This is an optimization exercise on Yosys and OpenROAD, whose aim is small area, a short achievable clock period and few clock cycles, not a production implementation.
Only simulation tests tie the RTL to the original design; equivalence was not proved.
Power figures rest on the tool's default switching activity, not on a simulated workload.

<file path="design.v">
package lsce_pkg;
  localparam int MAX_COLUMNS = 4096;
  localparam int MAX_ROWS    = 4096;
  localparam int COL_W       = 12;
  localparam int CNT_W       = 13;
  localparam int ROW_W       = 12;
  localparam int GRAD_W      = 9;
  localparam int CENTRE_W    = 20;
  localparam logic [1:0] REG_GRAD_THRESHOLD = 2'd0;
  localparam logic [1:0] REG_WIDTH_MIN      = 2'd1;
  localparam logic [1:0] REG_WIDTH_MAX      = 2'd2;
endpackage
module lsce_front (
  input  logic        clk,
  input  logic        rst_n,
  input  logic        in_push,
  output logic        in_full,
  input  logic [7:0]  in_pixel,
  input  logic        in_row_end,
  input  logic        in_frame_end,
  input  logic [8:0]  thr,
  input  logic signed [12:0] wmin,
  input  logic signed [12:0] wmax,
  input  logic        job_ready,
  input  logic        job_ready_nxt,
  output logic        job_valid,
  output logic [8:0]  job_x,
  output logic [8:0]  job_uq,
  output logic [9:0]  job_a,
  output logic [9:0]  job_b,
  output logic [12:0] job_s1,
  output logic [2:0]  job_found,    
  output logic        job_last
);
  logic       in_full_r;
  logic       v_r, re_r, fe_r;
  logic signed [8:0] g_r;
  logic [7:0] ip0_r, ip1_r;    
  logic [1:0] pos_r;           
  logic [12:0] col_r;
  logic        colnz_r, first_r;    
  logic signed [8:0] prev_r, pk1_r, tr1_r;
  logic [8:0]  x_r, yq_r, uq_r, w_r;
  logic        ppend_r, tpend_r;
  logic [11:0] pkc_r, trc_r;
  logic        fin_r, fin_n1_r, fin_last_r;
  logic [2:0]  pf_r;    
  logic accept, hold, go, take, first, in_room;
  logic signed [9:0] dp, dt, dg;
  logic cap_p, cap_t;
  logic [12:0] col_n;
  logic fin_n, v_n, re_n, colnz_n;
  assign in_full = in_full_r;
  assign accept  = in_push && !in_full_r;
  assign in_room = !col_r[12];
  assign hold    = v_r && fin_r && !job_ready && (re_r || colnz_r);
  assign go      = v_r && !hold;
  assign take    = go && in_room && colnz_r;
  assign first   = first_r;
  assign dp      = 10'(g_r) - 10'(pk1_r);
  assign dt      = 10'(g_r) - 10'(tr1_r);
  assign dg      = 10'(g_r) - 10'(prev_r);
  assign cap_p   = first || !dp[9];
  assign cap_t   = first || dt[9];
  always_comb begin
    col_n = col_r;
    if (go) begin
      if (re_r) col_n = '0;
      else if (in_room) col_n = col_r + 13'd1;
    end
    colnz_n = go ? !re_r : colnz_r;
    fin_n = (fin_r && !job_ready) || (go && re_r);
    v_n   = hold ? 1'b1 : accept;
    re_n  = hold ? re_r : in_row_end;
  end
  always_ff @(posedge clk) begin
    if (!rst_n) begin
      in_full_r <= 1'b0;
      v_r <= 1'b0;
      pos_r <= '0;
      col_r <= '0;
      colnz_r <= 1'b0;
      first_r <= 1'b0;
      fin_r <= 1'b0;
    end else begin
      in_full_r <= v_n && fin_n && !job_ready_nxt && (re_n || colnz_n);
      v_r <= v_n;
      if (accept) pos_r <= in_row_end ? 2'd0 : (pos_r == 2'd0 ? 2'd1 : 2'd2);
      col_r <= col_n;
      colnz_r <= colnz_n;
      if (go) first_r <= !re_r && !colnz_r;
      fin_r <= fin_n;
    end
  end
  always_ff @(posedge clk) begin
    if (!hold) begin
      g_r <= pos_r[1] ? $signed({1'b0, in_pixel}) - $signed({1'b0, ip1_r}) : 9'sd0;
      re_r <= in_row_end;
      fe_r <= in_frame_end;
    end
    if (accept) begin
      ip1_r <= ip0_r;
      ip0_r <= in_pixel;
    end
    if (go && re_r) begin
      fin_n1_r <= !colnz_r;
      fin_last_r <= fe_r;
    end
    pf_r <= {pass_a, !wlo[13], !whi[13]};
    if (take) begin
      prev_r <= g_r;
      ppend_r <= cap_p;
      tpend_r <= cap_t;
      if (ppend_r) yq_r <= ~dp[8:0];
      if (tpend_r) w_r <= dt[8:0];
      if (cap_p) begin
        pk1_r <= g_r;
        x_r <= dg[8:0];
        pkc_r <= col_r[11:0];
      end
      if (cap_t) begin
        tr1_r <= g_r;
        uq_r <= ~dg[8:0];
        trc_r <= col_r[11:0];
      end
    end
  end
  logic pass_a;
  logic signed [10:0] thr_s;
  logic signed [13:0] wlo, whi;
  logic signed [10:0] tlo, thi;
  always_comb begin
    thr_s = $signed({2'b00, thr});
    wlo = $signed({2'b00, trc_r}) - $signed({2'b00, pkc_r}) - 14'(wmin);    
    whi = 14'(wmax) - $signed({2'b00, trc_r}) + $signed({2'b00, pkc_r});    
    tlo = 11'(pk1_r) - thr_s;                                               
    thi = 11'sd0 - 11'(tr1_r) - thr_s;                                      
    pass_a = !fin_n1_r && (pk1_r > 9'sd0) && (tr1_r <= 9'sd0)
             && !tlo[10] && !thi[10] && (pkc_r != 12'd1) && (trc_r != 12'd1);
  end
  assign job_valid = fin_r;
  assign job_x     = x_r;
  assign job_uq    = uq_r;
  assign job_a     = {1'b0, x_r} + {1'b0, ppend_r ? pk1_r : yq_r} + {9'd0, !ppend_r};
  assign job_b     = {1'b0, uq_r} + {1'b0, tpend_r ? ~tr1_r : w_r} + {8'd0, tpend_r, !tpend_r};
  assign job_s1    = {1'b0, pkc_r} + {1'b0, trc_r} - 13'd3;
  assign job_found = pf_r;    
  assign job_last  = fin_last_r;
endmodule
module lsce_mul (
  input  logic        clk,
  input  logic        rst_n,
  input  logic        load,
  input  logic [8:0]  ld_x,
  input  logic [8:0]  ld_uq,
  input  logic [9:0]  ld_a,
  input  logic [9:0]  ld_b,
  input  logic [12:0] ld_s1,
  input  logic [2:0]  ld_found,
  input  logic        ld_last,
  input  logic        take,
  output logic        valid,
  output logic        done,
  output logic        valid_nxt,
  output logic [19:0] d,
  output logic [19:0] e,
  output logic [12:0] s1,
  output logic        found,
  output logic        last
);
  logic        valid_r, done_r;
  logic [2:0]  found_r;
  logic        new_r;    
  logic [2:0]  cnt_r;
  logic [8:0]  x_r;
  logic [9:0]  a_r;
  logic signed [10:0] accd_r;
  logic signed [11:0] acce_r;
  logic [11:0] bq_r, uq_r;    
  logic [2:0]  db_r, du_r;      
  function automatic logic [2:0] booth(input logic b1, input logic b0, input logic bm);
    booth[0] = b0 ^ bm;
    booth[1] = (b1 & ~b0 & ~bm) | (~b1 & b0 & bm);
    booth[2] = b1 & ~(b0 & bm);
  endfunction
  logic [11:0] ma, mx, mxa;
  logic signed [12:0] sum_d;
  logic signed [13:0] sum_e;
  always_comb begin
    ma  = db_r[0] ? {2'b0, a_r} : db_r[1] ? {1'b0, a_r, 1'b0} : 12'd0;
    mx  = db_r[0] ? {3'b0, x_r} : db_r[1] ? {2'b0, x_r, 1'b0} : 12'd0;
    mxa = du_r[0] ? {2'b0, a_r} : du_r[1] ? {1'b0, a_r, 1'b0} : 12'd0;
    sum_d = 13'(accd_r) + (db_r[2] ? ~{1'b0, ma} : {1'b0, ma}) + 13'(db_r[2]);
    sum_e = 14'(acce_r) + (db_r[2] ? ~{2'b0, mx} : {2'b0, mx})
            + (du_r[2] ? ~{2'b0, mxa} : {2'b0, mxa}) + 14'(db_r[2]) + 14'(du_r[2]);
  end
  assign found = &found_r;
  assign valid = valid_r;
  assign done  = done_r;
  assign valid_nxt = load || (valid_r && !take);
  assign d = {accd_r[7:0], bq_r};
  assign e = {acce_r[7:0], uq_r};
  always_ff @(posedge clk) begin
    if (!rst_n) begin
      valid_r <= 1'b0;
      done_r <= 1'b0;
    end else if (load) begin
      valid_r <= 1'b1;
      done_r <= 1'b0;
    end else if (take) begin
      valid_r <= 1'b0;
      done_r <= 1'b0;
    end else if (valid_r && !done_r && ((!new_r && !found) || cnt_r == 3'd5)) begin
      done_r <= 1'b1;
    end
  end
  always_ff @(posedge clk) begin
    db_r <= load ? booth(ld_b[1], ld_b[0], 1'b0) : booth(bq_r[3], bq_r[2], bq_r[1]);
    du_r <= load ? booth(ld_uq[1], ld_uq[0], 1'b0) : booth(uq_r[3], uq_r[2], uq_r[1]);
  end
  always_ff @(posedge clk) begin
    new_r <= load;
    if (new_r) found_r <= ld_found;
  end
  always_ff @(posedge clk) begin
    if (load) begin
      x_r <= ld_x;
      a_r <= ld_a;
      accd_r <= '0;
      acce_r <= 12'(ld_a);
      bq_r <= {2'b0, ld_b};
      uq_r <= {3'b0, ld_uq};
      s1 <= ld_s1;
      last <= ld_last;
      cnt_r <= '0;
    end else if (valid_r && !done_r) begin
      accd_r <= sum_d[12:2];
      acce_r <= sum_e[13:2];
      bq_r <= {sum_d[1:0], bq_r[11:2]};
      uq_r <= {sum_e[1:0], uq_r[11:2]};
      cnt_r <= cnt_r + 3'd1;
    end
  end
endmodule
module lsce_back (
  input  logic        clk,
  input  logic        rst_n,
  input  logic        job_done,
  input  logic [19:0] job_d,
  input  logic [19:0] job_e,
  input  logic [12:0] job_s1,
  input  logic        job_found,
  input  logic        job_last,
  output logic        take,
  output logic        out_empty,
  input  logic        out_pop,
  output logic        out_found,
  output logic [19:0] out_centre_q8,
  output logic        out_last
);
  logic        valid_r, done_r;
  logic [3:0]  cnt_r;
  logic [20:0] r_r;      
  logic [20:0] d2_r;     
  logic [8:0]  qd_r;     
  logic [12:0] s1_r;
  logic        pop;
  logic [20:0] e1;
  logic [21:0] t, diff;
  logic        qb;
  assign pop  = out_pop && done_r;
  assign take = job_done && (!valid_r || pop);
  assign out_empty = !done_r;
  assign out_centre_q8 = {s1_r, qd_r[6:0]};
  assign e1 = {1'b0, job_e} + {9'd0, job_d[19:8]};
  assign t = {r_r, qd_r[8]};
  assign diff = t - {1'b0, d2_r};
  assign qb = !diff[21];
  always_ff @(posedge clk) begin
    if (!rst_n) begin
      valid_r <= 1'b0;
      done_r <= 1'b0;
    end else if (take) begin
      valid_r <= 1'b1;
      done_r <= !job_found;
    end else if (pop) begin
      valid_r <= 1'b0;
      done_r <= 1'b0;
    end else if (valid_r && !done_r && cnt_r == 4'd8) begin
      done_r <= 1'b1;
    end
  end
  always_ff @(posedge clk) begin
    if (take) begin
      d2_r <= {job_d, 1'b0};
      s1_r <= job_found ? job_s1 : 13'd0;
      out_found <= job_found;
      out_last <= job_last;
      r_r <= {1'b0, e1[20:1]};
      qd_r <= job_found ? {e1[0], job_d[7:0]} : 9'd0;
      cnt_r <= '0;
    end else if (valid_r && !done_r) begin
      cnt_r <= cnt_r + 4'd1;
      r_r <= qb ? diff[20:0] : t[20:0];
      qd_r <= {qd_r[7:0], qb};
      if (cnt_r == 4'd2) s1_r <= s1_r + {11'd0, qd_r[1:0]};
    end
  end
endmodule
module laser_stripe_center_extract (
  input  logic                clk,
  input  logic                rst_n,
  input  logic                in_push,
  output logic                in_full,
  input  logic [7:0]          in_pixel,
  input  logic                in_row_end,
  input  logic                in_frame_end,
  output logic                out_empty,
  input  logic                out_pop,
  output logic [lsce_pkg::ROW_W-1:0]    out_row_number,
  output logic                out_found,
  output logic [lsce_pkg::CENTRE_W-1:0] out_centre_q8,
  output logic                out_last,
  input  logic                cfg_valid,
  output logic                cfg_ready,
  input  logic [1:0]          cfg_index,
  input  logic [12:0]         cfg_data
);
  logic [8:0]         thr_r;
  logic signed [12:0] wmin_r, wmax_r;
  logic [11:0]        row_r;
  logic        job_valid, job_last;
  logic [2:0]  job_found;
  logic [8:0]  job_x, job_uq;
  logic [9:0]  job_a, job_b;
  logic [12:0] job_s1;
  logic        mul_valid, mul_done, mul_valid_nxt, mul_found, mul_last, mul_take;
  logic [19:0] mul_d, mul_e;
  logic [12:0] mul_s1;
  assign cfg_ready = 1'b1;
  always_ff @(posedge clk) begin
    if (!rst_n) begin
      thr_r <= 9'd35;
      wmin_r <= 13'sd1;
      wmax_r <= 13'sd20;
    end else if (cfg_valid) begin
      case (cfg_index)
        lsce_pkg::REG_GRAD_THRESHOLD: thr_r <= cfg_data[8:0];
        lsce_pkg::REG_WIDTH_MIN:      wmin_r <= $signed(cfg_data);
        lsce_pkg::REG_WIDTH_MAX:      wmax_r <= $signed(cfg_data);
        default: begin
        end
      endcase
    end
  end
  always_ff @(posedge clk) begin
    if (!rst_n) begin
      row_r <= '0;
    end else if (out_pop && !out_empty) begin
      if (out_last) row_r <= '0;
      else if (row_r != 12'hfff) row_r <= row_r + 12'd1;
    end
  end
  assign out_row_number = row_r;
  lsce_front u_front (
    .clk          (clk),
    .rst_n        (rst_n),
    .in_push      (in_push),
    .in_full      (in_full),
    .in_pixel     (in_pixel),
    .in_row_end   (in_row_end),
    .in_frame_end (in_frame_end),
    .thr          (thr_r),
    .wmin         (wmin_r),
    .wmax         (wmax_r),
    .job_ready    (!mul_valid),
    .job_ready_nxt(!mul_valid_nxt),
    .job_valid    (job_valid),
    .job_x        (job_x),
    .job_uq        (job_uq),
    .job_a        (job_a),
    .job_b        (job_b),
    .job_s1       (job_s1),
    .job_found    (job_found),
    .job_last     (job_last)
  );
  lsce_mul u_mul (
    .clk       (clk),
    .rst_n     (rst_n),
    .load      (job_valid && !mul_valid),
    .ld_x      (job_x),
    .ld_uq     (job_uq),
    .ld_a      (job_a),
    .ld_b      (job_b),
    .ld_s1     (job_s1),
    .ld_found  (job_found),
    .ld_last   (job_last),
    .take      (mul_take),
    .valid     (mul_valid),
    .done      (mul_done),
    .valid_nxt (mul_valid_nxt),
    .d         (mul_d),
    .e         (mul_e),
    .s1        (mul_s1),
    .found     (mul_found),
    .last      (mul_last)
  );
  lsce_back u_back (
    .clk           (clk),
    .rst_n         (rst_n),
    .job_done      (mul_done),
    .job_d         (mul_d),
    .job_e         (mul_e),
    .job_s1        (mul_s1),
    .job_found     (mul_found),
    .job_last      (mul_last),
    .take          (mul_take),
    .out_empty     (out_empty),
    .out_pop       (out_pop),
    .out_found     (out_found),
    .out_centre_q8 (out_centre_q8),
    .out_last      (out_last)
  );
endmodule
</file>
<file path="run.sh">
#!/bin/bash
# synth_recipe.tcl (not shown) runs the flow's synth.tcl, then flattens the netlist and writes it again
# the make line also repeats each setting of config.mk as NAME=value (left out here)
make -C /OpenROAD-flow-scripts/flow DESIGN_CONFIG=/design/flow/config.mk WORK_HOME=/design/flow/orfs CLKGATE_MAP_FILE= SYNTH_SCRIPT=/design/flow/synth_recipe.tcl finish
</file>
<file path="config.mk">
export PLATFORM = sky130hd
export DESIGN_NAME = laser_stripe_center_extract
export DESIGN_NICKNAME = laser_stripe_center_extract
export VERILOG_FILES = /design/flow/design.v
export SDC_FILE = /design/flow/constraint.sdc
export NUM_CORES = 4
export LEC_CHECK = 0
export CAP_MARGIN = 20
export CORE_MARGIN = 2
export CORE_UTILIZATION = 45
export CTS_BUF_LIST = sky130_fd_sc_hd__clkbuf_8
export CTS_CLUSTER_DIAMETER = 70
export CTS_CLUSTER_SIZE = 12
export SETUP_SLACK_MARGIN = 4.65
export SLEW_MARGIN = 20
</file>
<file path="constraint.sdc">
create_clock -name core_clock -period 8.0 [get_ports {clk}]
set_input_delay 1.6000 -clock core_clock [delete_from_list [all_inputs] [get_ports {clk}]]
set_output_delay 1.6000 -clock core_clock [all_outputs]
set_load 0.01 [all_outputs]
</file>
==> results of run 1 <==
-- placed cells by master, fill, tap and decap left out, drive strengths merged, types with 14 or more instances in the layout --
master         instances
inv                  285
nand2                263
edfxtp               246
ha                   201
o21ai                127
a21oi                119
xnor2                118
dfxtp                108
nor2                  90
clkdlybuf4s50         64
nand3                 60
buf                   49
xor2                  48
nor2b                 40
clkbuf                38
fa                    37
a21boi                35
a21o                  32
nor3                  25
o21bai                24
and3                  21
nand2b                21
a22oi                 20
mux2                  17
and2                  16
o21a                  14
nor4                  14
-- logic make-up after synthesis --
group	count (synthesis)
muxes	28
AOI/OAI and AO/OA	448
other	1
xor gates and xnor gates	165
adders and majority gates	239
and+or+nand+nor	602
buffers and inverters	334
DFF	354
-- worst max-delay path: cells and delay by family, from the launching register on --
kind,cells,cell delay (ps)
AO/OA/AOI/OAI,6,1030
XOR/XNOR,1,150
flip-flops,1,380
adder cells (fa/ha/maj),2,790
buffers and inverters,3,260
AND/OR/NAND/NOR,2,380
-- final timing paths --
check,from,end,slack (ps),depth (start not counted)
worst max register to register,u_mul.db_r[0],u_mul.acce_r[9],4730,14
worst min register to register,u_front.pf_r[2],u_mul.found_r[2],420,0
worst max-delay path,u_mul.db_r[0],u_mul.acce_r[9],4730,14
worst min-delay path,u_front.pf_r[2],u_mul.found_r[2],420,0
-- power groups by stage --
stage                     Sequential [W]  Clock, W  Combinational, W
after detailed placement         0.00228         0           0.00123
after CTS                        0.00224   0.00118           0.00126
after global placement           0.00228         0           0.00120
final                            0.00224   0.00114           0.00135
after global routing             0.00225   0.00124           0.00153
after floorplan                  0.00222         0          0.000997
-- stage by stage --
stage | cells | setup WS (ps) | instance area, µm² | power [W]
after floorplan | 2171 | 4660 | 21600 | 0.00322
after global placement | 2798 | 3600 | 22800 | 0.00348
after detailed placement | 2799 | 3420 | 22800 | 0.00351
after CTS | 2875 | 4540 | 23600 | 0.00468
after global routing | 2899 | 4600 | 24000 | 0.00502
final | 2899 | 4730 | 24000 | 0.00472
-- area by class of cell --
type	instances	area, µm²	area share
clock buffer	37	509	0.0212
tap	615	769	0.0320
sequential	354	9570	0.398
timing repair buffer	114	1050	0.0437
inverter	269	1010	0.0422
clock inverter	25	145	0.00604
multi-input combinational	1485	11000	0.457
-- per-layer routing --
layer  vias to the layer above  share of wire  track usage
li1                       7671              -            -
met1                      7284           0.49        0.278
met2                       288           0.44        0.310
met3                        81          0.040       0.0295
met4                         0          0.031       0.0639
met5                         -              0            0
-- registers in the layout (all words and copies together), names as in the netlist, 10 cells and up --
signal	flops
u_mul.accd_r	11
wmax_r	13
u_mul.bq_r	12
u_mul.uq_r	12
u_mul.s1	13
u_back.r_r	21
u_front.pkc_r	12
u_front.trc_r	12
row_r	12
u_mul.acce_r	12
u_back.d2_r	20
u_back.s1_r	13
u_front.col_r	13
u_mul.a_r	10
wmin_r	13
-- timing repair --
action | CTS | global route
gates cloned | 2 | 0
gates resized for setup | 19 | 45
pin swaps | 3 | 26
setup endpoints to repair | 101 | 95
setup buffers | 12 | 24
==> impl_metrics.env, run 1 <==
export IMPL_synth_top_family_by_area="adder cells"
export IMPL_synth_cell_type_count=80
export IMPL_fin_setup_tns_ps=0
export IMPL_ir_drop_uv=126
export IMPL_ys_top_cells_by_count="inv_1 (266), nand2_1 (263), edfxtp_1 (246)"
export IMPL_p_comb_frac=0.286
export IMPL_cpMostUsedCell="inv_1"
export IMPL_synth_top_area_frac=0.343
export IMPL_ys_ff_latch=354
export IMPL_synth_flop_cell="edfxtp_1"
export IMPL_grt_overflow_total=0
export IMPL_max_slew_margin=0.302
export IMPL_worstHoldPathType="register to register"
export IMPL_num_vias=15300
export IMPL_hold_violations=0
export IMPL_cts_sinks=354
export IMPL_post_route_util=0.506
export IMPL_clk_pin_slew_ps=80
export IMPL_path_cells="nor2b_4 -> buf_4 -> a22oi_1 -> xnor2_1 -> fa_1 -> inv_1 -> ha_1 -> inv_1 -> o21ba_2 -> o31ai_4 -> a41oi_2 -> a211oi_2 -> and2_1 -> o31ai_1"
export IMPL_synthAdderAreaFrac=0.151
export IMPL_pwr_share_clk=0.241
export IMPL_seq_power_share=0.474
export IMPL_io_buffers=65
export IMPL_setup_viol=0
export IMPL_start_util=0.453
export IMPL_tightestPinTransition_ps=1040
export IMPL_drt_iter0_markers=897
export IMPL_syn_instance_count=2171
export IMPL_numCtsBuffers=37
export IMPL_slowest_stage="fa_1"
export IMPL_die_w_um=223
export IMPL_tritoncts="done"
export IMPL_core_area_um2=47500
export IMPL_synthesis_area_um2=21600
export IMPL_synth_nets=2439
export IMPL_drive_gt1_frac=0.0806
export IMPL_path_class="register to register"
export IMPL_async_flop_share=0
export IMPL_track_usage=0.196
export IMPL_synth_xor_area_frac=0.0679
export IMPL_die_y_um=223
export IMPL_htree_levels=2
export IMPL_dp_hpwl_mm=35.7
export IMPL_synth_edf_count=246
export IMPL_end_kind="register"
export IMPL_worst_endpoint_arrival_ps=3600
export IMPL_synth_compound_area_frac=0.132
export IMPL_first_pass_iters=5
export IMPL_nets=2529
export IMPL_synth_top_cells_by_area="edfxtp_1 (34%), ha_1 (12%), dfxtp_1 (10%), xnor2_1 (4.7%), inv_1 (4.6%)"
export IMPL_syn_area_per_cell_um2=9.93
export IMPL_cts_buffer_depth=3
export IMPL_post_route_min_period_ps=3270
export IMPL_critPathMaxFanout=5
export IMPL_drv_slew=0
export IMPL_yosysWarningCount=4
export IMPL_placement_rows=80
export IMPL_switching_share=0.322
export IMPL_yosysMostFrequentCell="inv_1"
export IMPL_rsz0062_at_grt="yes"
export IMPL_ys_seq_area_frac=0.443
export IMPL_cts_root_buffer="clkbuf_8"
export IMPL_timing_hold_ws_ps=419
export IMPL_synth_area_mux_share=0.0140
export IMPL_gp_congestion=0.850
export IMPL_timing_final_crit_share=0.409
export IMPL_intPower_w=0.00320
export IMPL_avgViaCountPerCell=5.29
export IMPL_skew_ps=22.5
export IMPL_drc=0
export IMPL_diodes=0
export IMPL_status="complete, no violations"
export IMPL_power_density_nw_per_um2=196
export IMPL_fillers=4360
export IMPL_area_delta_synth_final_pct=11.5
export IMPL_max_freq_mhz=305
export IMPL_antenna_found_initial=1
export IMPL_netSwitchingPower_w=0.00152
export IMPL_synthSimpleGateAreaFrac=0.132
export IMPL_grt_max_degree=70
export IMPL_cpPeakStageDelay_ps=490
export IMPL_antenna_left=0
export IMPL_startpoint_type="register"
export IMPL_first_global_vias=15100
export IMPL_clk_latency_ps=610
export IMPL_cap_violations=0
export IMPL_p_leak_nw=9.90
export IMPL_pin_count=67
export IMPL_cts_hold_buf=0
export IMPL_wirelength_mm=48.7
export IMPL_post_drt_wl_per_cell_um=16.8
export IMPL_dieArea_um2=49700
export IMPL_required_ps=8330
export IMPL_grt_pass1_wl_mm=78.2
export IMPL_synth_top_area_cell="edfxtp_1"
Testbench counts, summed over its fixed seeds: cycles 35,831.
==> run 2: changes to the inputs <==
--- a/design.v
+++ b/design.v
@@ -107,5 +107,7 @@
       fin_last_r <= fe_r;
     end
-    pf_r <= {pass_a, !wlo[13], !whi[13]};
+    pf_r <= {pass_a,
+             !sign3(op_trc, ~op_pkc, ~op_wmin, 1'b1),     
+             !sign3(op_wmax, ~op_trc, op_pkc, 1'b0)};     
     if (take) begin
       prev_r <= g_r;
@@ -126,12 +128,28 @@
     end
   end
+  function automatic logic sign3(input logic [13:0] a, input logic [13:0] b, input logic [13:0] c,
+                                 input logic two);
+    logic [13:0] s, k;
+    logic cy;
+    s = a ^ b ^ c;
+    k = (a & b) | (a & c) | (b & c);
+    cy = two ? 1'b0 : s[0];
+    for (int i = 1; i < 13; i++) begin
+      logic bi;
+      bi = (i == 1) ? two : 1'b0;
+      cy = (s[i] & k[i-1]) | (cy & (s[i] ^ k[i-1])) | (bi & (s[i] | k[i-1] | cy));
+    end
+    sign3 = s[13] ^ k[12] ^ cy;
+  endfunction
   logic pass_a;
   logic signed [10:0] thr_s;
-  logic signed [13:0] wlo, whi;
+  logic [13:0] op_trc, op_pkc, op_wmin, op_wmax;
   logic signed [10:0] tlo, thi;
   always_comb begin
     thr_s = $signed({2'b00, thr});
-    wlo = $signed({2'b00, trc_r}) - $signed({2'b00, pkc_r}) - 14'(wmin);    
-    whi = 14'(wmax) - $signed({2'b00, trc_r}) + $signed({2'b00, pkc_r});    
+    op_trc = {2'b00, trc_r};
+    op_pkc = {2'b00, pkc_r};
+    op_wmin = 14'(wmin);
+    op_wmax = 14'(wmax);
     tlo = 11'(pk1_r) - thr_s;                                               
     thi = 11'sd0 - 11'(tr1_r) - thr_s;                                      
--- a/config.mk
+++ b/config.mk
@@ -8,8 +8,8 @@
 export CAP_MARGIN = 20
 export CORE_MARGIN = 2
-export CORE_UTILIZATION = 45
+export CORE_UTILIZATION = 40
 export CTS_BUF_LIST = sky130_fd_sc_hd__clkbuf_8
 export CTS_CLUSTER_DIAMETER = 70
 export CTS_CLUSTER_SIZE = 12
-export SETUP_SLACK_MARGIN = 4.65
+export SETUP_SLACK_MARGIN = 4.55
 export SLEW_MARGIN = 20
==> run 2 against run 1 <==
  * Still clean on timing, DRC and antenna
  * Setup slack lost 97 ps
  * Via count fell by 5.9%
  * Die area rose by 9.2%
  * First-iteration DRC count increased by 6.6%
  * Combinational power shrank 3%
  * Sequential share of layout area up 0.77 points
  * Fmax fell by 2.9%
  * Sequential cell count stayed put
  * Critical path type unchanged
==> impl_metrics.env, run 2 <==
export IMPL_gp_congestion=0.864
export IMPL_drive_gt1_frac=0.0780
export IMPL_hold_violations=0
export IMPL_path_cells="nor2b_4 -> buf_4 -> a22oi_1 -> xnor2_1 -> fa_1 -> ha_4 -> a21o_1 -> a21oi_2 -> o21ba_2 -> o21ai_2 -> a21o_1 -> a41oi_2 -> nor2b_4 -> xor2_1 -> a21oi_1"
export IMPL_ir_drop_uv=124
export IMPL_startpoint_type="register"
export IMPL_nets=2398
export IMPL_largestRegisters="u_back.r_r: 21 flops, u_back.d2_r: 20 flops"
export IMPL_place_inst=2734
export IMPL_hold_depth=0
export IMPL_hold_end="u_mul.found_r[0]"
export IMPL_largest_reg_flops=21
export IMPL_grt_max_degree=77
export IMPL_yosysWarningCount=4
export IMPL_synth_flop_cell="edfxtp_1"
export IMPL_syn_area_per_cell_um2=10.3
export IMPL_instances_no_fill=2833
export IMPL_min_delay_start="u_front.pf_r[0]"
export IMPL_first_pass_iters=5
export IMPL_async_flop_share=0
export IMPL_cts_buffer_depth=3
export IMPL_cap_violations=0
export IMPL_synth_top_cells_by_area="edfxtp_1 (35%), ha_1 (11%), dfxtp_1 (10%), fa_1 (4.6%), nand2_1 (4.1%)"
export IMPL_rsz0062_at_grt="yes"
export IMPL_rr_worst_depth=15
export IMPL_top_register="u_back.r_r"
export IMPL_path_class="register to register"
export IMPL_clk_pin_slew_ps=80
export IMPL_cts_hold_buf=0
export IMPL_placement_rows=83
export IMPL_drv_slew=0
export IMPL_ff2ff_setup_slack_ps=4630
export IMPL_ys_seq_area_frac=0.456
export IMPL_place_area_um2=22300
export IMPL_tightestPinTransition_ps=1070
export IMPL_worstHoldPathType="register to register"
export IMPL_io_buffers=65
export IMPL_first_global_vias=14200
export IMPL_grt_pass1_wl_mm=75.2
export IMPL_drc=0
export IMPL_ys_top_cells_by_count="edfxtp_1 (246), nand2_1 (231), inv_1 (209)"
export IMPL_synth_edf_count=246
export IMPL_htree_levels=2
export IMPL_synthSimpleGateAreaFrac=0.124
export IMPL_fin_area_um2=23600
export IMPL_yosysMostFrequentCell="edfxtp_1"
export IMPL_area_delta_synth_final_pct=12.5
export IMPL_skew_ps=20.3
export IMPL_die_w_um=233
export IMPL_syn_instance_count=2036
export IMPL_p_leak_nw=9.65
export IMPL_total_power_w=0.00469
export IMPL_worstReg2RegEnd="u_mul.acce_r[8]"
export IMPL_timing_final_crit_share=0.421
export IMPL_required_ps=8320
export IMPL_core_area_um2=51500
export IMPL_numCtsBuffers=37
export IMPL_clk_latency_ps=610
export IMPL_synth_cell_type_count=71
export IMPL_synthesis_area_um2=21000
export IMPL_synth_top_family_by_area="adder cells"
export IMPL_synth_xor_area_frac=0.0682
export IMPL_status="complete, no violations"
export IMPL_dieArea_um2=54200
export IMPL_synthAdderAreaFrac=0.160
export IMPL_fin_setup_tns_ps=0
export IMPL_wirelength_mm=46.7
export IMPL_cts_root_buffer="clkbuf_8"
export IMPL_end_kind="register"
export IMPL_fillers=4820
export IMPL_max_freq_mhz=297
export IMPL_cts_sinks=354
export IMPL_synth_area_mux_share=0.0160
export IMPL_start_util=0.407
export IMPL_synth_top_area_frac=0.353
export IMPL_dp_hpwl_mm=34.0
export IMPL_post_route_min_period_ps=3370
export IMPL_critPathMaxFanout=7
export IMPL_final_common_cell="edfxtp_1"
export IMPL_pin_count=67
export IMPL_synth_top_area_cell="edfxtp_1"
export IMPL_track_usage=0.174
export IMPL_grt_overflow_total=0
export IMPL_cpPeakStageDelay_ps=490
export IMPL_ys_ff_latch=354
export IMPL_avgViaCountPerCell=5.09
export IMPL_timing_rr_start="u_mul.db_r[0]"
export IMPL_synth_nets=2304
export IMPL_antenna_left=0
export IMPL_num_vias=14400
export IMPL_setup_viol=0
export IMPL_final_cell_mix="edfxtp_1 (246), nand2_1 (229), inv_1 (222), ha_1 (187), o21ai_0 (113)"
export IMPL_drt_iter0_markers=956
export IMPL_diodes=0
export IMPL_worst_endpoint_arrival_ps=3690
export IMPL_synth_compound_area_frac=0.126
export IMPL_post_drt_wl_per_cell_um=16.5
export IMPL_tritoncts="done"
export IMPL_antenna_found_initial=0
export IMPL_power_density_nw_per_um2=199
export IMPL_slowest_stage="fa_1"
export IMPL_die_y_um=233
export IMPL_max_slew_margin=0.287
export IMPL_timing_hold_ws_ps=408
## run 2: cell count changes in the layout (fill, tap and decap cells not counted), sizes merged, moves of 6 or more
cell and change:
nand3 -6, ha -11, nor2 +13, nand2b -6, nand2 -32, o21bai -6, inv -59, xnor2 -19
xor2 +15, nand3b -7, a31oi -6, fa +11, mux2i +9
## run 2: cells by family after synthesis
logic type | count (synthesis)
mux | 32
compound gates | 418
simple gates | 557
flops | 354
buf+inv | 274
other cells | 1
fa+ha+maj | 239
xor+xnor | 161
## run 2: worst max path at each step
stage	end	cells past startpoint	startpoint
final	u_mul.acce_r[8]	15	u_mul.db_r[0]
after global routing	u_mul.acce_r[8]	15	u_mul.a_r[0]
after CTS	u_mul.acce_r[8]	15	u_mul.a_r[0]
after detailed placement	u_mul.acce_r[8]	14	u_mul.db_r[0]
after global placement	u_mul.acce_r[8]	14	u_mul.db_r[0]
after floorplan	u_mul.acce_r[8]	16	u_mul.db_r[0]
## run 2: cell type report
cell class,count,area [µm²],share of cell area
sequential,354,9560,0.406
timing repair buffer,118,1110,0.0470
inverter,210,788,0.0334
clock buffer,39,537,0.0228
multi-input combinational,1409,10600,0.449
clock inverter,23,133,0.00563
tap,680,851,0.0361
## run 2: layer usage
metal	routed length, µm	GRT usage	vias to the layer above
li1	-	-	7246
met1	22900	0.250	6836
met2	21200	0.277	290
met3	1910	0.0218	46
met4	719	0.0430	0
met5	0	0	-
## run 2: repair_timing
| action | CTS | global route |
|---|---|---|
| gates resized for setup | 24 | 42 |
| setup buffers | 10 | 25 |
| pin swaps | 4 | 16 |
| gates cloned | 2 | 0 |
| endpoints found under the setup margin | 56 | 51 |
## run 2: worst max-delay path: cells and delay by family (launching register included)
family / cells / cell delay, ps
flops: 1 / 410
xor+xnor: 2 / 320
compound gates: 8 / 1230
simple gates: 2 / 220
buf+inv: 1 / 130
fa+ha+maj: 2 / 770
## run 2: metrics by stage
stage           util  worst slack, ps
3_3_place_gp   0.433             3390
5_1_grt        0.458             4480
2_1_floorplan      -             4360
3_5_place_dp   0.433             3240
4_1_cts        0.450             4370
6_report       0.458             4630
## run 2: where the power goes
| part | internal (W) | leakage (nW) | switching (W) |
|---|---|---|---|
| sequential | 0.00211 | 3.17 | 0.000124 |
| clock | 0.000488 | 0.394 | 0.000657 |
| combinational | 0.000627 | 6.09 | 0.000687 |
| total | 0.00323 | 9.65 | 0.00147 |
Testbench counts of run 2, summed over its fixed seeds: cycles 35,831.
==> run 3: changes to the inputs <==
--- a/config.mk
+++ b/config.mk
@@ -12,4 +12,4 @@
 export CTS_CLUSTER_DIAMETER = 70
 export CTS_CLUSTER_SIZE = 12
-export SETUP_SLACK_MARGIN = 4.55
+export SETUP_SLACK_MARGIN = 4.75
 export SLEW_MARGIN = 20
==> run 3 against run 2 <==
  * Register-to-register slack better by 80 ps
  * Utilization is 0.50 points higher
  * Sequential power hardly changed
  * Largest cell class unchanged
==> impl_metrics.env, run 3 <==
export IMPL_antenna_found_initial=1
export IMPL_startpoint_type="register"
export IMPL_min_delay_start="u_front.pf_r[0]"
export IMPL_first_global_vias=14100
export IMPL_rr_worst_depth=13
export IMPL_track_usage=0.175
export IMPL_synth_flop_cell="edfxtp_1"
export IMPL_clk_latency_ps=600
export IMPL_largestRegisters="u_back.r_r: 21 flops, u_back.d2_r: 20 flops"
export IMPL_ys_seq_area_frac=0.456
export IMPL_top_layer_used="met4"
export IMPL_end_kind="register"
export IMPL_grt_pass1_wl_mm=75.0
export IMPL_yosysMostFrequentCell="edfxtp_1"
export IMPL_cts_sinks=354
export IMPL_tritoncts="done"
export IMPL_avgViaCountPerCell=5.10
export IMPL_path_cells="ha_4 -> a21o_1 -> or3_1 -> o21a_2 -> a211o_4 -> o2111ai_4 -> a311oi_4 -> buf_4 -> xor2_4 -> buf_6 -> buf_12 -> mux2i_1 -> mux2_4"
export IMPL_post_drt_wl_per_cell_um=16.5
export IMPL_drc=0
export IMPL_drive_gt1_frac=0.0989
export IMPL_slowest_stage="edfxtp_1"
export IMPL_synth_top_family_by_area="adder cells"
export IMPL_synthAdderAreaFrac=0.160
export IMPL_drt_iter0_markers=923
export IMPL_critPathMaxFanout=6
export IMPL_yosysWarningCount=4
export IMPL_rsz0062_at_grt="yes"
export IMPL_placement_rows=83
export IMPL_clk_pin_slew_ps=90
export IMPL_max_slew_margin=0.321
export IMPL_die_w_um=233
export IMPL_gp_congestion=0.883
export IMPL_synth_top_area_frac=0.353
export IMPL_setup_viol=0
export IMPL_drv_slew=0
export IMPL_synthesis_area_um2=21000
export IMPL_cts_root_buffer="clkbuf_8"
export IMPL_tightestPinTransition_ps=1010
export IMPL_worstHoldPathType="register to register"
export IMPL_syn_area_per_cell_um2=10.3
export IMPL_synth_area_mux_share=0.0160
export IMPL_dp_hpwl_mm=34.2
export IMPL_ir_drop_uv=110
export IMPL_ys_ff_latch=354
export IMPL_worstReg2RegEnd="u_back.r_r[1]"
export IMPL_power_density_nw_per_um2=199
export IMPL_async_flop_share=0
export IMPL_synth_top_cells_by_area="edfxtp_1 (35%), ha_1 (11%), dfxtp_1 (10%), fa_1 (4.6%), nand2_1 (4.1%)"
export IMPL_met2_length_mm=21.1
export IMPL_worst_endpoint_arrival_ps=3640
export IMPL_final_cell_mix="edfxtp_1 (246), nand2_1 (231), inv_1 (219), ha_1 (182), a21oi_1 (104)"
export IMPL_required_ps=8350
export IMPL_cts_buffer_depth=3
export IMPL_core_area_um2=51500
export IMPL_m1WireLength_mm=23.1
export IMPL_synth_compound_area_frac=0.126
export IMPL_status="complete, no violations"
export IMPL_max_freq_mhz=304
export IMPL_first_pass_iters=5
export IMPL_post_route_min_period_ps=3290
export IMPL_synth_nets=2304
export IMPL_pin_count=67
export IMPL_die_y_um=233
export IMPL_met3RoutedLength_mm=2.02
export IMPL_synth_top_area_cell="edfxtp_1"
export IMPL_final_common_cell="edfxtp_1"
export IMPL_hold_end="u_mul.found_r[0]"
export IMPL_hold_violations=0
export IMPL_timing_final_crit_share=0.411
export IMPL_wirelength_mm=47.2
export IMPL_grt_max_degree=65
export IMPL_ys_top_cells_by_count="edfxtp_1 (246), nand2_1 (231), inv_1 (209)"
export IMPL_top_register="u_back.r_r"
export IMPL_htree_levels=2
export IMPL_total_power_w=0.00474
export IMPL_numCtsBuffers=36
export IMPL_largest_reg_flops=21
export IMPL_synth_xor_area_frac=0.0682
export IMPL_antenna_left=0
export IMPL_skew_ps=22.3
export IMPL_path_class="register to register"
export IMPL_area_delta_synth_final_pct=13.7
export IMPL_synth_edf_count=246
export IMPL_dieArea_um2=54200
export IMPL_cp_startpoint="u_back.r_r[5]"
export IMPL_crit_family="compound AO/OA/AOI/OAI gates"
export IMPL_fin_setup_tns_ps=0
export IMPL_cap_violations=0
export IMPL_cpPeakStageDelay_ps=440
export IMPL_ff2ff_setup_slack_ps=4710
export IMPL_syn_instance_count=2036
export IMPL_synthSimpleGateAreaFrac=0.124
export IMPL_io_buffers=65
export IMPL_hold_depth=0
export IMPL_p_leak_nw=9.83
export IMPL_nets=2418
export IMPL_timing_rr_start="u_back.r_r[5]"
export IMPL_num_vias=14600
export IMPL_grt_overflow_total=0
export IMPL_start_util=0.407
export IMPL_synth_cell_type_count=71
export IMPL_cp_num_buf_inv=3
## run 3: cell counts after synthesis
Identical to the previous run, type by type.
## run 3: worst max path at each step
stage / depth (start not counted) / slack, ps / end
after CTS: 14 / 4560 / u_mul.acce_r[8]
after floorplan: 16 / 4580 / u_mul.acce_r[8]
after detailed placement: 14 / 3480 / u_mul.acce_r[8]
final: 13 / 4710 / u_back.r_r[1]
after global placement: 14 / 3550 / u_mul.acce_r[8]
after global routing: 13 / 4600 / u_mul.acce_r[8]
## run 3: through the flow
stage / hold slack (ps) / cell area (µm²) / util / setup slack, ps / cells
floorplan: 386 / 21000 / - / 4580 / 2036
global placement: 390 / 22300 / 0.434 / 3550 / 2734
detailed placement: 391 / 22300 / 0.434 / 3480 / 2734
CTS: 412 / 23400 / 0.455 / 4560 / 2828
global route: 421 / 23800 / 0.463 / 4600 / 2854
finish: 410 / 23800 / 0.463 / 4710 / 2854
## run 3: kinds of logic after synthesis
group                    after synthesis
AND/OR/NAND/NOR                      557
AO/OA/AOI/OAI                        418
flip-flops                           354
buffers and inverters                274
adder cells (fa/ha/maj)              239
XOR/XNOR                             161
multiplexers                          32
other                                  1
## run 3: power breakdown
group          switching (W)  internal (W)  leakage, nW
registers           0.000121       0.00211         3.17
clock network       0.000633      0.000493        0.399
logic               0.000709      0.000670         6.26
total                0.00146       0.00328         9.83
## run 3: cell type report
cell class	instances	area [µm²]
tap	680	851
clock buffer	40	551
antenna	1	2.50
clock inverter	21	113
fill	4880	27700
sequential	354	9580
multi-input combinational	1409	10600
inverter	210	788
timing repair buffer	139	1310
## run 3: worst reg2reg max path, stage by stage, from the launching register on
cell and delay (ps):
edfxtp_1 440, ha_4 240, a21o_1 170, or3_1 300
o21a_2 220, a211o_4 340, o2111ai_4 220, a311oi_4 130
buf_4 170, xor2_4 160, buf_6 150, buf_12 130
mux2i_1 120, mux2_4 250
## run 3: what timing repair did
item | CTS | global route
buffers inserted | 31 | 24
hold buffers | 0 | 0
pin swaps | 17 | 25
cloned | 2 | 1
endpoints found under the setup margin | 89 | 86
gates resized for setup | 55 | 64
## run 3: per-layer routing
metal | vias up | track usage
li1 | 7277 | -
met1 | 6941 | 0.252
met2 | 284 | 0.272
met3 | 58 | 0.0234
met4 | 0 | 0.0525
met5 | - | 0
==> run 4: changes to the inputs <==
--- a/config.mk
+++ b/config.mk
@@ -12,4 +12,4 @@
 export CTS_CLUSTER_DIAMETER = 70
 export CTS_CLUSTER_SIZE = 12
-export SETUP_SLACK_MARGIN = 4.75
+export SETUP_SLACK_MARGIN = 4.65
 export SLEW_MARGIN = 20
==> run 4 against run 3 <==
  * Still clean
  * Final area fell by 0.85%
  * Sequential share of layout area rose by 0.30 points
  * Synthesized cell count did not move
  * Sequential cell count did not move
  * Clock skew fell by 5.2 ps
  * Largest cell class unchanged
==> impl_metrics.env, run 4 <==
export IMPL_post_drt_wl_per_cell_um=16.6
export IMPL_cts_root_buffer="clkbuf_8"
export IMPL_synthesis_area_um2=21000
export IMPL_synth_top_family_by_area="adder cells"
export IMPL_synth_nets=2304
export IMPL_num_vias=14400
export IMPL_diodes=0
export IMPL_cap_violations=0
export IMPL_drv_slew=0
export IMPL_track_usage=0.175
export IMPL_core_area_um2=51500
export IMPL_placement_rows=83
export IMPL_synth_cell_type_count=71
export IMPL_synthSimpleGateAreaFrac=0.124
export IMPL_yosysMostFrequentCell="edfxtp_1"
export IMPL_drt_iter0_markers=726
export IMPL_critPathMaxFanout=6
export IMPL_worst_endpoint_arrival_ps=3630
export IMPL_synth_flop_cell="edfxtp_1"
export IMPL_async_flop_share=0
export IMPL_synth_top_area_frac=0.353
export IMPL_post_route_min_period_ps=3290
export IMPL_fin_setup_tns_ps=0
export IMPL_slowest_stage="edfxtp_1"
export IMPL_grt_pass1_wl_mm=75.0
export IMPL_yosysWarningCount=4
export IMPL_start_util=0.407
export IMPL_final_cell_mix="edfxtp_1 (246), nand2_1 (231), inv_1 (221), ha_1 (186)"
export IMPL_ys_top_cells_by_count="edfxtp_1 (246), nand2_1 (231), inv_1 (209)"
export IMPL_power_density_nw_per_um2=198
export IMPL_end_kind="register"
export IMPL_dieArea_um2=54200
export IMPL_pin_count=67
export IMPL_clk_pin_slew_ps=90
export IMPL_nets=2407
export IMPL_required_ps=8340
export IMPL_path_class="register to register"
export IMPL_die_w_um=233
export IMPL_wirelength_mm=47.0
export IMPL_instances_no_fill=2840
export IMPL_drc=0
export IMPL_ys_ff_latch=354
export IMPL_synth_top_area_cell="edfxtp_1"
export IMPL_avgViaCountPerCell=5.09
export IMPL_synthAdderAreaFrac=0.160
export IMPL_timing_final_crit_share=0.411
export IMPL_hold_violations=0
export IMPL_max_freq_mhz=304
export IMPL_ys_seq_area_frac=0.456
export IMPL_synth_xor_area_frac=0.0682
export IMPL_first_global_vias=14200
export IMPL_antenna_left=0
export IMPL_area_delta_synth_final_pct=12.8
export IMPL_cp_num_buf_inv=2
export IMPL_total_power_w=0.00468
export IMPL_setup_viol=0
export IMPL_final_common_cell="edfxtp_1"
export IMPL_timing_hold_ws_ps=423
export IMPL_grt_overflow_total=0
export IMPL_cpPeakStageDelay_ps=450
export IMPL_antenna_found_initial=0
export IMPL_largest_reg_flops=21
export IMPL_cts_buffer_depth=3
export IMPL_worstHoldPathType="register to register"
export IMPL_die_y_um=233
export IMPL_rsz0062_at_grt="yes"
export IMPL_dp_hpwl_mm=34.2
export IMPL_max_slew_margin=0.279
export IMPL_startpoint_type="register"
export IMPL_clk_latency_ps=610
export IMPL_place_inst=2734
export IMPL_path_cells="ha_4 -> a21o_1 -> or3_1 -> o21a_2 -> a211o_4 -> o2111ai_4 -> a311oi_4 -> buf_6 -> xor2_4 -> clkbuf_16 -> mux2i_1 -> o21ai_0"
export IMPL_htree_levels=2
export IMPL_ir_drop_uv=117
export IMPL_cts_sinks=354
export IMPL_p_leak_nw=9.70
export IMPL_gp_congestion=0.855
export IMPL_syn_instance_count=2036
export IMPL_skew_ps=17.1
export IMPL_first_pass_iters=5
export IMPL_synth_top_cells_by_area="edfxtp_1 (35%), ha_1 (11%), dfxtp_1 (10%), fa_1 (4.6%), nand2_1 (4.1%)"
export IMPL_syn_area_per_cell_um2=10.3
export IMPL_synth_edf_count=246
export IMPL_drive_gt1_frac=0.0838
export IMPL_synth_compound_area_frac=0.126
export IMPL_crit_family="compound AO/OA/AOI/OAI gates"
export IMPL_top_register="u_back.r_r"
export IMPL_grt_max_degree=77
export IMPL_tritoncts="done"
export IMPL_numCtsBuffers=36
export IMPL_io_buffers=65
export IMPL_synth_area_mux_share=0.0160
export IMPL_largestRegisters="u_back.r_r: 21 flops, u_back.d2_r: 20 flops"
export IMPL_tightestPinTransition_ps=1050
export IMPL_status="complete, no violations"
==> run 4: cell types whose count changed in the layout (fill, tap and decap cells not counted), sizes merged <==
cell           delta
buf              -13
clkdlybuf4s50    +10
clkinv            +1
diode             -1
dlygate4sd2       -7
dlymetal6s2s      -3
inv               -1
==> run 4: report_power, final <==
| group | internal (W) | leakage [nW] | total [W] | switching [W] |
|---|---|---|---|---|
| clock | 0.000474 | 0.389 | 0.00112 | 0.000643 |
| sequential | 0.00211 | 3.17 | 0.00224 | 0.000127 |
| combinational | 0.000630 | 6.15 | 0.00132 | 0.000690 |
==> run 4: path summary, 6_finish.rpt <==
kind                    start               end  slack, ps  depth (start not counted)
max             u_back.r_r[5]     u_back.r_r[5]       4710                         12
min          u_front.ip0_r[6]  u_front.ip1_r[6]        420                          0
max reg2reg     u_back.r_r[5]     u_back.r_r[5]       4710                         12
min reg2reg  u_front.ip0_r[6]  u_front.ip1_r[6]        420                          0
==> run 4: per-layer routing <==
layer	wire [µm]	up-vias	track usage	part of all wire
met5	0	-	0	0
met4	1170	0	0.0525	0.025
met3	2100	78	0.0301	0.045
met2	20700	244	0.272	0.44
met1	23000	6859	0.249	0.49
li1	-	7267	-	-
==> run 4: per-stage QoR <==
| step | worst slack (ps) | util | instance area (µm²) |
|---|---|---|---|
| 6_report | 4710 | 0.459 | 23600 |
| 5_1_grt | 4560 | 0.459 | 23600 |
| 4_1_cts | 4630 | 0.451 | 23200 |
| 3_5_place_dp | 3880 | 0.433 | 22300 |
| 3_3_place_gp | 3940 | 0.433 | 22300 |
| 2_1_floorplan | 4580 | - | 21000 |
==> run 4: kinds of logic after synthesis <==
family	after synthesis
other	1
and+or+nand+nor	557
muxes	32
xor gates and xnor gates	161
AOI/OAI and AO/OA	418
DFF	354
adders and majority gates	239
buffers and inverters	274
==> run 4: what timing repair did <==
item | 4_1_cts | 5_1_grt
resized for setup | 28 | 44
setup buffers | 14 | 31
endpoints found under the setup margin | 35 | 65
hold buffers | 0 | 0
cloned | 2 | 0
pin swaps | 11 | 23
==> run 4: layout make-up <==
cell class              instances  area [µm²]
repair buffers                128        1180
inverters                     210         788
well taps                     680         851
flip-flops and latches        354        9570
multi-input cells            1409       10600
clock inverters                21         118
clock buffers                  38         523
fillers                      4862       27900

==> re-timing with driven ports <==
No port has a modelled driver above. Below, the same layouts with a new extraction and two added sets of constraints.
Step 1 (the two cells are an assumption about what drives the block):
set clk [get_ports {clk}]
set_driving_cell -lib_cell sky130_fd_sc_hd__clkbuf_16 $clk
set_driving_cell -lib_cell sky130_fd_sc_hd__buf_2 [delete_from_list [all_inputs] $clk]
Step 2 moves the port delays by t, midway between the first and last clock arrival at a register: inputs arrive t later, outputs are due t later. That takes back most of the time a late clock gives input paths.
Three values: no drivers, after step 1, after step 2; two values: the first two.
run | t (ns) | setup WS [ns] | worst slew at a driven data input, ns
run 1 | 0.647 | 4.725 / 4.686 / 4.121 | 0.05
run 2 | 0.649 | 4.628 / 4.628 / 4.054 | 0.04
run 3 | 0.641 | 4.712 / 4.712 / 4.345 | 0.04
run 4 | 0.653 | 4.714 / 4.702 / 4.127 | 0.04
After both steps every run listed still meets setup and hold. For run 1, which loses most, drivers alone change the setup slack by -0.039 ns; drivers and shift together by -0.604 ns.
